Background: an optimization exercise with open tools, aiming at small area, a short achievable clock period and few clock cycles per item. Do not read the settings as production practice.
Function was checked by simulation only, so behaviour that the tests miss may differ from the original.

==> v28 <==
==> flow/design.v <==
package bba_pkg;
    localparam int BLOCK_W = 10;
    localparam int COUNT_W = 11;
    localparam int STATUS_W = 2;
    localparam int WORD_W = 5;
    localparam int WORDS = 32;
    localparam int MARK_W = 32;
    localparam int POS_W = 5;
    localparam logic REQ_ALLOC = 1'b0;
    localparam logic REQ_FREE = 1'b1;
    localparam logic [STATUS_W-1:0] ST_OK = 2'd0;
    localparam logic [STATUS_W-1:0] ST_NOFREE = 2'd1;
    localparam logic [STATUS_W-1:0] ST_RANGE = 2'd2;
    localparam logic REG_BLK_COUNT = 1'b0;
    localparam logic [COUNT_W-1:0] BLK_COUNT_RESET = 11'd1024;
endpackage
import bba_pkg::*;
module bba_mark_mem (
    input  logic                 clk,
    input  logic                 rst_n,
    input  logic [WORDS-1:0]     wr_en,
    input  logic [MARK_W-1:0]    wr_data,
    input  logic                 wr_full,
    input  logic [WORDS-1:0]     rd_sel,
    output logic [MARK_W-1:0]    rd_data,
    output logic [WORDS-1:0]     full
);
    logic [MARK_W-1:0] mem_q [WORDS];
    logic [WORDS-1:0]  full_reg;
    always_ff @(posedge clk)
    begin
        for (int w = 0; w < WORDS; w++)
        begin
            if (wr_en[w])
            begin
                mem_q[w] <= wr_data;
                full_reg[w] <= wr_full;
            end
        end
    end
    always_comb
    begin
        rd_data = '0;
        for (int w = 0; w < WORDS; w++)
        begin
            rd_data = rd_data | (mem_q[w] & {MARK_W{rd_sel[w]}});
        end
    end
    assign full = full_reg;
endmodule
import bba_pkg::*;
module bitmap_block_allocator_core #(
    parameter int NUM_BLOCKS = 1024
) (
    input  logic                           clk,
    input  logic                           rst_n,
    input  logic                           req_valid,
    output logic                           req_ready,
    input  logic                           req_type,
    input  logic [9:0]                     req_block_number,
    output logic                           res_valid,
    input  logic                           res_ready,
    output logic [1:0]                     res_status,
    output logic [9:0]                     res_allocated_block,
    input  logic                           psel,
    input  logic                           penable,
    input  logic                           pwrite,
    input  logic [2:0]                     paddr,
    input  logic [31:0]                    pwdata,
    output logic [31:0]                    prdata,
    output logic                           pready
);
    logic [COUNT_W-1:0] blk_count_reg;
    logic [COUNT_W-1:0] limit;
    logic               cfg_wr;
    assign pready = 1'b1;
    assign cfg_wr = psel && penable && pwrite && (paddr[2] == REG_BLK_COUNT);
    always_ff @(posedge clk or negedge rst_n)
    begin
        if (!rst_n)
            blk_count_reg <= BLK_COUNT_RESET;
        else if (cfg_wr)
            blk_count_reg <= pwdata[COUNT_W-1:0];
    end
    assign prdata = (paddr[2] == REG_BLK_COUNT) ? 32'(blk_count_reg) : '0;
    assign limit = blk_count_reg[10] ? COUNT_W'(1024) : blk_count_reg;
    logic [WORDS-1:0] word_in_range;
    always_comb
    begin
        for (int w = 0; w < WORDS; w++)
            word_in_range[w] = (COUNT_W'(w * MARK_W) < limit);
    end
    logic [MARK_W-1:0] tail_mask;
    always_comb
    begin
        for (int b = 0; b < MARK_W; b++)
            tail_mask[b] = (POS_W'(b) < limit[POS_W-1:0]);
    end
    logic                r_vld, r_vld_next;
    logic                r_type, r_type_next;
    logic [BLOCK_W-1:0]  r_blk, r_blk_next;
    logic                q0_vld, q1_vld;
    logic [11:0]         q0_data, q1_data;
    logic                accept, proc, pop;
    logic [11:0]         res_new;
    assign req_ready = !r_vld || !q1_vld;
    assign accept = req_valid && req_ready;
    assign pop = q0_vld && res_ready;
    assign proc = r_vld && !q1_vld;
    logic                clr;
    always_ff @(posedge clk or negedge rst_n)
    begin
        if (!rst_n)
            clr <= 1'b1;
        else
            clr <= 1'b0;
    end
    assign r_vld_next = accept || (r_vld && !proc);
    assign r_type_next = accept ? req_type : r_type;
    assign r_blk_next = accept ? req_block_number : r_blk;
    always_ff @(posedge clk or negedge rst_n)
    begin
        if (!rst_n)
        begin
            r_vld <= 1'b0;
            q0_vld <= 1'b0;
            q1_vld <= 1'b0;
        end
        else
        begin
            r_vld <= r_vld_next;
            if (pop)
            begin
                q0_vld <= q1_vld || proc;
                q1_vld <= 1'b0;
            end
            else if (proc)
            begin
                q0_vld <= 1'b1;
                q1_vld <= q0_vld;
            end
        end
    end
    always_ff @(posedge clk)
    begin
        r_type <= r_type_next;
        r_blk <= r_blk_next;
        if (pop)
        begin
            q0_data <= q1_vld ? q1_data : res_new;
            q1_data <= res_new;
        end
        else if (proc)
        begin
            if (!q0_vld)
                q0_data <= res_new;
            else
                q1_data <= res_new;
        end
    end
    assign res_valid = q0_vld;
    assign res_status = q0_data[11:10];
    assign res_allocated_block = q0_data[9:0];
    logic [WORD_W-1:0]  cw, cw_next;
    logic               cv, cv_next;
    logic [WORDS-1:0]   word_sel, word_sel_next;
    logic               cpart;
    logic [WORDS-1:0]   mem_full;
    logic [WORDS-1:0]   mem_wr_en;
    logic [MARK_W-1:0]  mem_wr_data;
    logic               mem_wr_full;
    logic [MARK_W-1:0]  mem_rd_data;
    logic               r_alloc, r_free, p_alloc, p_free;
    logic [WORD_W-1:0]  f_word;
    logic [MARK_W-1:0]  f_bit;
    logic               f_ok;
    assign r_alloc = r_vld && (r_type == REQ_ALLOC);
    assign r_free = r_vld && (r_type == REQ_FREE);
    assign p_alloc = proc && (r_type == REQ_ALLOC);
    assign p_free = proc && (r_type == REQ_FREE);
    assign f_word = r_blk[BLOCK_W-1:POS_W];
    assign f_bit = MARK_W'(1) << r_blk[POS_W-1:0];
    assign f_ok = (COUNT_W'(r_blk) < limit);
    logic [MARK_W-1:0]  raw_free;
    logic [MARK_W-1:0]  lower_free;
    logic [MARK_W-1:0]  pick;
    logic [POS_W-1:0]   pick_pos;
    logic               found;
    logic               two_free;
    logic               alloc_full;
    logic [MARK_W-1:0]  allowed;
    logic [MARK_W-1:0]  take;
    assign cpart = ({1'b0, cw} == limit[COUNT_W-1:POS_W]);
    assign allowed = (cpart ? tail_mask : '1) & {MARK_W{cv}};
    assign raw_free = ~mem_rd_data;
    assign found = |(raw_free & allowed);
    always_comb
    begin
        lower_free[0] = 1'b0;
        for (int i = 1; i < MARK_W; i++)
            lower_free[i] = lower_free[i - 1] | raw_free[i - 1];
    end
    assign pick = raw_free & ~lower_free;
    assign take = pick & allowed;
    logic [MARK_W-1:0]  t_any [POS_W+1];
    logic [MARK_W-1:0]  t_two [POS_W+1];
    always_comb
    begin
        t_any[0] = raw_free;
        t_two[0] = '0;
        for (int l = 1; l <= POS_W; l++)
        begin
            t_any[l] = '0;
            t_two[l] = '0;
            for (int i = 0; i < (MARK_W >> l); i++)
            begin
                t_any[l][i] = t_any[l - 1][2 * i] | t_any[l - 1][2 * i + 1];
                t_two[l][i] = t_two[l - 1][2 * i] | t_two[l - 1][2 * i + 1]
                            | (t_any[l - 1][2 * i] & t_any[l - 1][2 * i + 1]);
            end
        end
    end
    assign two_free = t_two[POS_W][0];
    assign alloc_full = found ? !two_free : !t_any[POS_W][0];
    always_comb
    begin
        pick_pos = '0;
        for (int i = 0; i < MARK_W; i++)
        begin
            if (pick[i])
                pick_pos = pick_pos | POS_W'(i);
        end
    end
    logic [WORDS-1:0]   avail;
    logic [WORDS-1:0]   lower_avail;
    logic [WORDS-1:0]   next_oh;
    logic [WORD_W-1:0]  next_word;
    logic               next_any;
    always_comb
    begin
        avail = word_in_range & ~mem_full;
        if (r_alloc)
            avail[cw] = 1'b0;
        lower_avail[0] = 1'b0;
        for (int w = 1; w < WORDS; w++)
            lower_avail[w] = lower_avail[w - 1] | avail[w - 1];
        next_oh = avail & ~lower_avail;
        next_word = '0;
        for (int w = 0; w < WORDS; w++)
        begin
            if (next_oh[w])
                next_word = next_word | WORD_W'(w);
        end
        next_any = |avail;
    end
    always_comb
    begin
        mem_wr_en = (word_sel & {WORDS{proc && (!r_free || f_ok)}}) | {WORDS{clr}};
        if (clr)
            mem_wr_data = '0;
        else if (r_free)
            mem_wr_data = mem_rd_data & ~f_bit;
        else
            mem_wr_data = mem_rd_data | take;
        mem_wr_full = !clr && !r_free && alloc_full;
    end
    bba_mark_mem u_mem (
        .clk     (clk),
        .rst_n   (rst_n),
        .wr_en   (mem_wr_en),
        .wr_data (mem_wr_data),
        .wr_full (mem_wr_full),
        .rd_sel  (word_sel),
        .rd_data (mem_rd_data),
        .full    (mem_full)
    );
    logic               load_next, load_free;
    logic [WORDS-1:0]   cw_oh_next;
    assign load_next = !r_vld || (p_alloc && found && alloc_full);
    assign load_free = p_free && f_ok && (!cv || (f_word < cw));
    always_comb
    begin
        if (clr)
        begin
            cw_next = '0;
            cv_next = 1'b1;
            cw_oh_next = WORDS'(1);
        end
        else if (load_next)
        begin
            cw_next = next_word;
            cv_next = next_any;
            cw_oh_next = next_oh;
        end
        else if (load_free)
        begin
            cw_next = f_word;
            cv_next = 1'b1;
            cw_oh_next = WORDS'(1) << f_word;
        end
        else
        begin
            cw_next = cw;
            cv_next = cv;
            cw_oh_next = WORDS'(1) << cw;
        end
        if (accept)
            word_sel_next = (req_type == REQ_FREE)
                          ? (WORDS'(1) << req_block_number[BLOCK_W-1:POS_W])
                          : cw_oh_next;
        else if (r_vld && !proc && (r_type == REQ_FREE))
            word_sel_next = WORDS'(1) << f_word;
        else
            word_sel_next = cw_oh_next;
    end
    always_ff @(posedge clk)
    begin
        cw <= cw_next;
        cv <= cv_next;
        word_sel <= word_sel_next;
    end
    always_comb
    begin
        if (r_type == REQ_ALLOC)
            res_new = found ? {ST_OK, cw, pick_pos} : {ST_NOFREE, 10'd0};
        else
            res_new = f_ok ? {ST_OK, 10'd0} : {ST_RANGE, 10'd0};
    end
endmodule
==> flow/run.sh <==
#!/bin/bash
# synth_recipe.tcl (not shown) runs the flow's synth.tcl, then flattens the netlist and writes it again
# the make line also repeats each setting of config.mk as NAME=value (left out here)
make -C /OpenROAD-flow-scripts/flow DESIGN_CONFIG=/design/flow/config.mk WORK_HOME=/design/flow/orfs CLKGATE_MAP_FILE= SYNTH_SCRIPT=/design/flow/synth_recipe.tcl finish
==> flow/config.mk <==
export PLATFORM = sky130hd
export DESIGN_NAME = bitmap_block_allocator_core
export DESIGN_NICKNAME = bitmap_block_allocator_core
export VERILOG_FILES = /design/flow/design.v
export SDC_FILE = /design/flow/constraint.sdc
export NUM_CORES = 4
export LEC_CHECK = 0
export CAP_MARGIN = 20
export CORE_MARGIN = 2
export CORE_UTILIZATION = 65
export SETUP_SLACK_MARGIN = 5
export SLEW_MARGIN = 20
==> flow/constraint.sdc <==
create_clock -name core_clock -period 9.0 [get_ports {clk}]
set_input_delay 1.8000 -clock core_clock [delete_from_list [all_inputs] [get_ports {clk}]]
set_output_delay 1.8000 -clock core_clock [all_outputs]
set_load 0.01 [all_outputs]
==> inputs of v33, as changes to v28 <==
==> flow/design.v, changed modules only <==
module bba_mark_mem (
    input  logic                 clk,
    input  logic                 rst_n,
    input  logic [WORDS-1:0]     wr_en,
    input  logic [MARK_W-1:0]    wr_data,
    input  logic                 wr_full,
    input  logic [WORDS-1:0]     rd_sel,
    output logic [MARK_W-1:0]    rd_data,
    output logic [WORDS-1:0]     full
);
    logic [MARK_W-1:0] mem_q [WORDS];
    logic [WORDS-1:0]  word_vld_reg;
    logic [WORDS-1:0]  full_reg;
    always_ff @(posedge clk or negedge rst_n)
    begin
        if (!rst_n)
        begin
            word_vld_reg <= '0;
            full_reg <= '0;
        end
        else
        begin
            for (int w = 0; w < WORDS; w++)
            begin
                if (wr_en[w])
                begin
                    word_vld_reg[w] <= 1'b1;
                    full_reg[w] <= wr_full;
                end
            end
        end
    end
    always_ff @(posedge clk)
    begin
        for (int w = 0; w < WORDS; w++)
        begin
            if (wr_en[w])
            begin
                mem_q[w] <= wr_data;
            end
        end
    end
    logic [MARK_W-1:0] rd_raw;
    logic              rd_vld;
    always_comb
    begin
        rd_raw = '0;
        for (int w = 0; w < WORDS; w++)
        begin
            rd_raw = rd_raw | (mem_q[w] & {MARK_W{rd_sel[w]}});
        end
    end
    assign rd_vld = |(rd_sel & word_vld_reg);
    assign rd_data = rd_raw & {MARK_W{rd_vld}};
    assign full = full_reg;
endmodule
module bitmap_block_allocator_core #(
    parameter int NUM_BLOCKS = 1024
) (
    input  logic                           clk,
    input  logic                           rst_n,
    input  logic                           req_valid,
    output logic                           req_ready,
    input  logic                           req_type,
    input  logic [9:0]                     req_block_number,
    output logic                           res_valid,
    input  logic                           res_ready,
    output logic [1:0]                     res_status,
    output logic [9:0]                     res_allocated_block,
    input  logic                           psel,
    input  logic                           penable,
    input  logic                           pwrite,
    input  logic [2:0]                     paddr,
    input  logic [31:0]                    pwdata,
    output logic [31:0]                    prdata,
    output logic                           pready
);
    logic [COUNT_W-1:0] blk_count_reg;
    logic [COUNT_W-1:0] limit;
    logic               cfg_wr;
    assign pready = 1'b1;
    assign cfg_wr = psel && penable && pwrite && (paddr[2] == REG_BLK_COUNT);
    always_ff @(posedge clk or negedge rst_n)
    begin
        if (!rst_n)
            blk_count_reg <= BLK_COUNT_RESET;
        else if (cfg_wr)
            blk_count_reg <= pwdata[COUNT_W-1:0];
    end
    assign prdata = (paddr[2] == REG_BLK_COUNT) ? 32'(blk_count_reg) : '0;
    assign limit = blk_count_reg[10] ? COUNT_W'(1024) : blk_count_reg;
    logic [WORDS-1:0] word_in_range;
    always_comb
    begin
        for (int w = 0; w < WORDS; w++)
            word_in_range[w] = (COUNT_W'(w * MARK_W) < limit);
    end
    logic [MARK_W-1:0] tail_mask;
    always_comb
    begin
        for (int b = 0; b < MARK_W; b++)
            tail_mask[b] = (POS_W'(b) < limit[POS_W-1:0]);
    end
    logic                r_vld, r_vld_next;
    logic                r_type, r_type_next;
    logic [BLOCK_W-1:0]  r_blk, r_blk_next;
    logic                q0_vld, q1_vld;
    logic [11:0]         q0_data, q1_data;
    logic                accept, proc, pop;
    logic [11:0]         res_new;
    assign req_ready = !r_vld || !q1_vld;
    assign accept = req_valid && req_ready;
    assign pop = q0_vld && res_ready;
    assign proc = r_vld && !q1_vld;
    assign r_vld_next = accept || (r_vld && !proc);
    assign r_type_next = accept ? req_type : r_type;
    assign r_blk_next = accept ? req_block_number : r_blk;
    always_ff @(posedge clk or negedge rst_n)
    begin
        if (!rst_n)
        begin
            r_vld <= 1'b0;
            q0_vld <= 1'b0;
            q1_vld <= 1'b0;
        end
        else
        begin
            r_vld <= r_vld_next;
            if (pop)
            begin
                q0_vld <= q1_vld || proc;
                q1_vld <= 1'b0;
            end
            else if (proc)
            begin
                q0_vld <= 1'b1;
                q1_vld <= q0_vld;
            end
        end
    end
    always_ff @(posedge clk)
    begin
        r_type <= r_type_next;
        r_blk <= r_blk_next;
        if (pop)
        begin
            q0_data <= q1_vld ? q1_data : res_new;
            q1_data <= res_new;
        end
        else if (proc)
        begin
            if (!q0_vld)
                q0_data <= res_new;
            else
                q1_data <= res_new;
        end
    end
    assign res_valid = q0_vld;
    assign res_status = q0_data[11:10];
    assign res_allocated_block = q0_data[9:0];
    logic [WORD_W-1:0]  cw, cw_next;
    logic               cv, cv_next;
    logic [WORDS-1:0]   word_sel, word_sel_next;
    logic               cpart;
    logic [WORDS-1:0]   mem_full;
    logic [WORDS-1:0]   mem_wr_en;
    logic [MARK_W-1:0]  mem_wr_data;
    logic               mem_wr_full;
    logic [MARK_W-1:0]  mem_rd_data;
    logic               r_alloc, r_free, p_alloc, p_free;
    logic [WORD_W-1:0]  f_word;
    logic [MARK_W-1:0]  f_bit;
    logic               f_ok;
    assign r_alloc = r_vld && (r_type == REQ_ALLOC);
    assign r_free = r_vld && (r_type == REQ_FREE);
    assign p_alloc = proc && (r_type == REQ_ALLOC);
    assign p_free = proc && (r_type == REQ_FREE);
    assign f_word = r_blk[BLOCK_W-1:POS_W];
    assign f_bit = MARK_W'(1) << r_blk[POS_W-1:0];
    assign f_ok = (COUNT_W'(r_blk) < limit);
    logic [MARK_W-1:0]  raw_free;
    logic [MARK_W-1:0]  lower_free;
    logic [MARK_W-1:0]  pick;
    logic [POS_W-1:0]   pick_pos;
    logic               found;
    logic               two_free;
    logic               alloc_full;
    assign cpart = ({1'b0, cw} == limit[COUNT_W-1:POS_W]);
    assign raw_free = ~mem_rd_data;
    assign found = cv && (|(raw_free & (cpart ? tail_mask : '1)));
    always_comb
    begin
        lower_free[0] = 1'b0;
        for (int i = 1; i < MARK_W; i++)
            lower_free[i] = lower_free[i - 1] | raw_free[i - 1];
    end
    assign pick = raw_free & ~lower_free;
    assign two_free = |(raw_free & lower_free);
    assign alloc_full = !two_free;
    always_comb
    begin
        pick_pos = '0;
        for (int i = 0; i < MARK_W; i++)
        begin
            if (pick[i])
                pick_pos = pick_pos | POS_W'(i);
        end
    end
    logic [WORDS-1:0]   avail;
    logic [WORDS-1:0]   lower_avail;
    logic [WORDS-1:0]   next_oh;
    logic [WORD_W-1:0]  next_word;
    logic               next_any;
    always_comb
    begin
        avail = word_in_range & ~mem_full;
        if (r_alloc)
            avail[cw] = 1'b0;
        lower_avail[0] = 1'b0;
        for (int w = 1; w < WORDS; w++)
            lower_avail[w] = lower_avail[w - 1] | avail[w - 1];
        next_oh = avail & ~lower_avail;
        next_word = '0;
        for (int w = 0; w < WORDS; w++)
        begin
            if (next_oh[w])
                next_word = next_word | WORD_W'(w);
        end
        next_any = |avail;
    end
    always_comb
    begin
        mem_wr_en = word_sel & {WORDS{proc && (r_free ? f_ok : found)}};
        mem_wr_data = r_free ? (mem_rd_data & ~f_bit) : (mem_rd_data | pick);
        mem_wr_full = !r_free && alloc_full;
    end
    bba_mark_mem u_mem (
        .clk     (clk),
        .rst_n   (rst_n),
        .wr_en   (mem_wr_en),
        .wr_data (mem_wr_data),
        .wr_full (mem_wr_full),
        .rd_sel  (word_sel),
        .rd_data (mem_rd_data),
        .full    (mem_full)
    );
    logic               load_next, load_free;
    logic [WORDS-1:0]   cw_oh_next;
    assign load_next = !r_vld || (p_alloc && found && alloc_full);
    assign load_free = p_free && f_ok && (!cv || (f_word < cw));
    always_comb
    begin
        if (load_next)
        begin
            cw_next = next_word;
            cv_next = next_any;
            cw_oh_next = next_oh;
        end
        else if (load_free)
        begin
            cw_next = f_word;
            cv_next = 1'b1;
            cw_oh_next = WORDS'(1) << f_word;
        end
        else
        begin
            cw_next = cw;
            cv_next = cv;
            cw_oh_next = WORDS'(1) << cw;
        end
        if (r_vld_next && (r_type_next == REQ_FREE))
            word_sel_next = WORDS'(1) << r_blk_next[BLOCK_W-1:POS_W];
        else
            word_sel_next = cw_oh_next;
    end
    always_ff @(posedge clk)
    begin
        cw <= cw_next;
        cv <= cv_next;
        word_sel <= word_sel_next;
    end
    always_comb
    begin
        if (r_type == REQ_ALLOC)
            res_new = found ? {ST_OK, cw, pick_pos} : {ST_NOFREE, 10'd0};
        else
            res_new = f_ok ? {ST_OK, 10'd0} : {ST_RANGE, 10'd0};
    end
endmodule
--- a/flow/config.mk
+++ b/flow/config.mk
@@ -7,6 +7,7 @@
 export LEC_CHECK = 0
+export ABC_CLOCK_PERIOD_IN_PS = 4000
 export CAP_MARGIN = 20
 export CORE_MARGIN = 2
-export CORE_UTILIZATION = 65
-export SETUP_SLACK_MARGIN = 5
+export CORE_UTILIZATION = 55
+export SETUP_SLACK_MARGIN = 4.2
 export SLEW_MARGIN = 20
==> inputs of v20, as changes to v28 <==
--- a/flow/design.v
+++ b/flow/design.v
@@ -29,2 +29,19 @@
     logic [WORDS-1:0]  full_reg;
+    always_ff @(posedge clk or negedge rst_n)
+    begin
+        if (!rst_n)
+        begin
+            full_reg <= '0;
+        end
+        else
+        begin
+            for (int w = 0; w < WORDS; w++)
+            begin
+                if (wr_en[w])
+                begin
+                    full_reg[w] <= wr_full;
+                end
+            end
+        end
+    end
     always_ff @(posedge clk)
@@ -36,3 +53,2 @@
                 mem_q[w] <= wr_data;
-                full_reg[w] <= wr_full;
             end
@@ -204,22 +220,4 @@
     assign take = pick & allowed;
-    logic [MARK_W-1:0]  t_any [POS_W+1];
-    logic [MARK_W-1:0]  t_two [POS_W+1];
-    always_comb
-    begin
-        t_any[0] = raw_free;
-        t_two[0] = '0;
-        for (int l = 1; l <= POS_W; l++)
-        begin
-            t_any[l] = '0;
-            t_two[l] = '0;
-            for (int i = 0; i < (MARK_W >> l); i++)
-            begin
-                t_any[l][i] = t_any[l - 1][2 * i] | t_any[l - 1][2 * i + 1];
-                t_two[l][i] = t_two[l - 1][2 * i] | t_two[l - 1][2 * i + 1]
-                            | (t_any[l - 1][2 * i] & t_any[l - 1][2 * i + 1]);
-            end
-        end
-    end
-    assign two_free = t_two[POS_W][0];
-    assign alloc_full = found ? !two_free : !t_any[POS_W][0];
+    assign two_free = |(raw_free & lower_free);
+    assign alloc_full = found ? !two_free : !(|raw_free);
     always_comb
@@ -282,9 +280,3 @@
     begin
-        if (clr)
-        begin
-            cw_next = '0;
-            cv_next = 1'b1;
-            cw_oh_next = WORDS'(1);
-        end
-        else if (load_next)
+        if (load_next)
         begin
--- a/flow/config.mk
+++ b/flow/config.mk
@@ -9,3 +9,3 @@
 export CORE_MARGIN = 2
-export CORE_UTILIZATION = 65
+export CORE_UTILIZATION = 70
 export SETUP_SLACK_MARGIN = 5
==> impl_metrics.yaml <==
outcome:
  outcome: "complete, but fails checks"
  violations: "max-capacitance violations, max-slew violations"
placement:
  postPlaceCellArea_um2: 48800
  routabilityCongestion: 1.04
routing:
  met2_length_um: 79700
layout:
  final_common_cell: "edfxtp_1"
  inverters: 25
  design.seq.count: 1144
power_and_ir_drop:
  power_leader: "sequential cells"
  seq_power_mw: 9.20
job:
  maxCapViolations: 1
floorplanning:
  n_tap_cell: 950
logic_synthesis:
  syn-cell-area_um2: 46600
timing:
  final-max-slew-violation-count: 3
critical_path:
  reg2reg_slack_ns: 4.78
[end of results for v28]
==> impl_metrics.yaml <==
placement:
  routabilityCongestion: 0.993
  postPlaceCellArea_um2: 49300
  portBuffers: 54
cts:
  cts_buffers: 104
  clock_sinks: 1144
logic_synthesis:
  syn_avg_cell_area_um2: 15.1
  synth_top_area_share_pct: 67.0
  syn-cell-area_um2: 47700
  ys.warnings.count: 3
  synth_top_cells_by_area: "edfxtp_1, a22oi_1, dfrtp_1, nand4_1, buf_6"
outcome:
  tool.error: "[ERROR GRT-0232] Routing congestion too high. Check the congestion heatmap in the GUI."
  outcome: "did not finish"
  stop_stage: "5_1_grt"
[end of results for v20]
==> impl_metrics.yaml <==
placement:
  postPlaceCellArea_um2: 49200
outcome:
  outcome: "no timing/DRC/antenna violations"
routing:
  met2_length_um: 78500
timing:
  final-max-slew-violation-count: 0
  finalHoldViolations: 0
power_and_ir_drop:
  p_total_mw: 19.5
layout:
  final_common_cell: "edfxtp_1"
  nets: 3318
  inverters: 66
  design.seq.count: 1175
logic_synthesis:
  synth_top_cells_by_area: "edfxtp_1, a22oi_1, dfrtp_1, nand4_1, dfxtp_1"
  syn-cell-area_um2: 47100
critical_path:
  reg2reg_slack_ns: 4.20
job:
  maxCapViolations: 0
[end of results for v33]
Testbench counts of v28, summed over its fixed seeds: cycles 16,168, items 16,152.
Testbench counts of v33, summed over its fixed seeds: cycles 16,168, items 16,152.
Testbench counts of v20, summed over its fixed seeds: cycles 16,168, items 16,152.

what the ideal ports hide:
No port has a modelled driver above. Below, the same layouts with a new extraction and two added sets of constraints.
Step 1 (the two cells are an assumption about what drives the block):
set clk [get_ports {clk}]
set_driving_cell -lib_cell sky130_fd_sc_hd__clkbuf_16 $clk
set_driving_cell -lib_cell sky130_fd_sc_hd__buf_2 [delete_from_list [all_inputs] $clk]
Step 2 moves the port delays by t, midway between the first and last clock arrival at a register: inputs arrive t later, outputs are due t later. That takes back most of the time a late clock gives input paths.
Slacks: ideal / step 1 / step 2; pairs: ideal / step 1.
run	t (ns)	setup slack, ns	worst setup path at the end
v28	0.777	4.782 / 4.782 / 4.681	input to register
v33	0.788	4.203 / 4.203 / 4.203	register to register
For v28, which loses most, drivers alone change the setup slack by 0.000 ns; drivers and shift together by -0.101 ns.
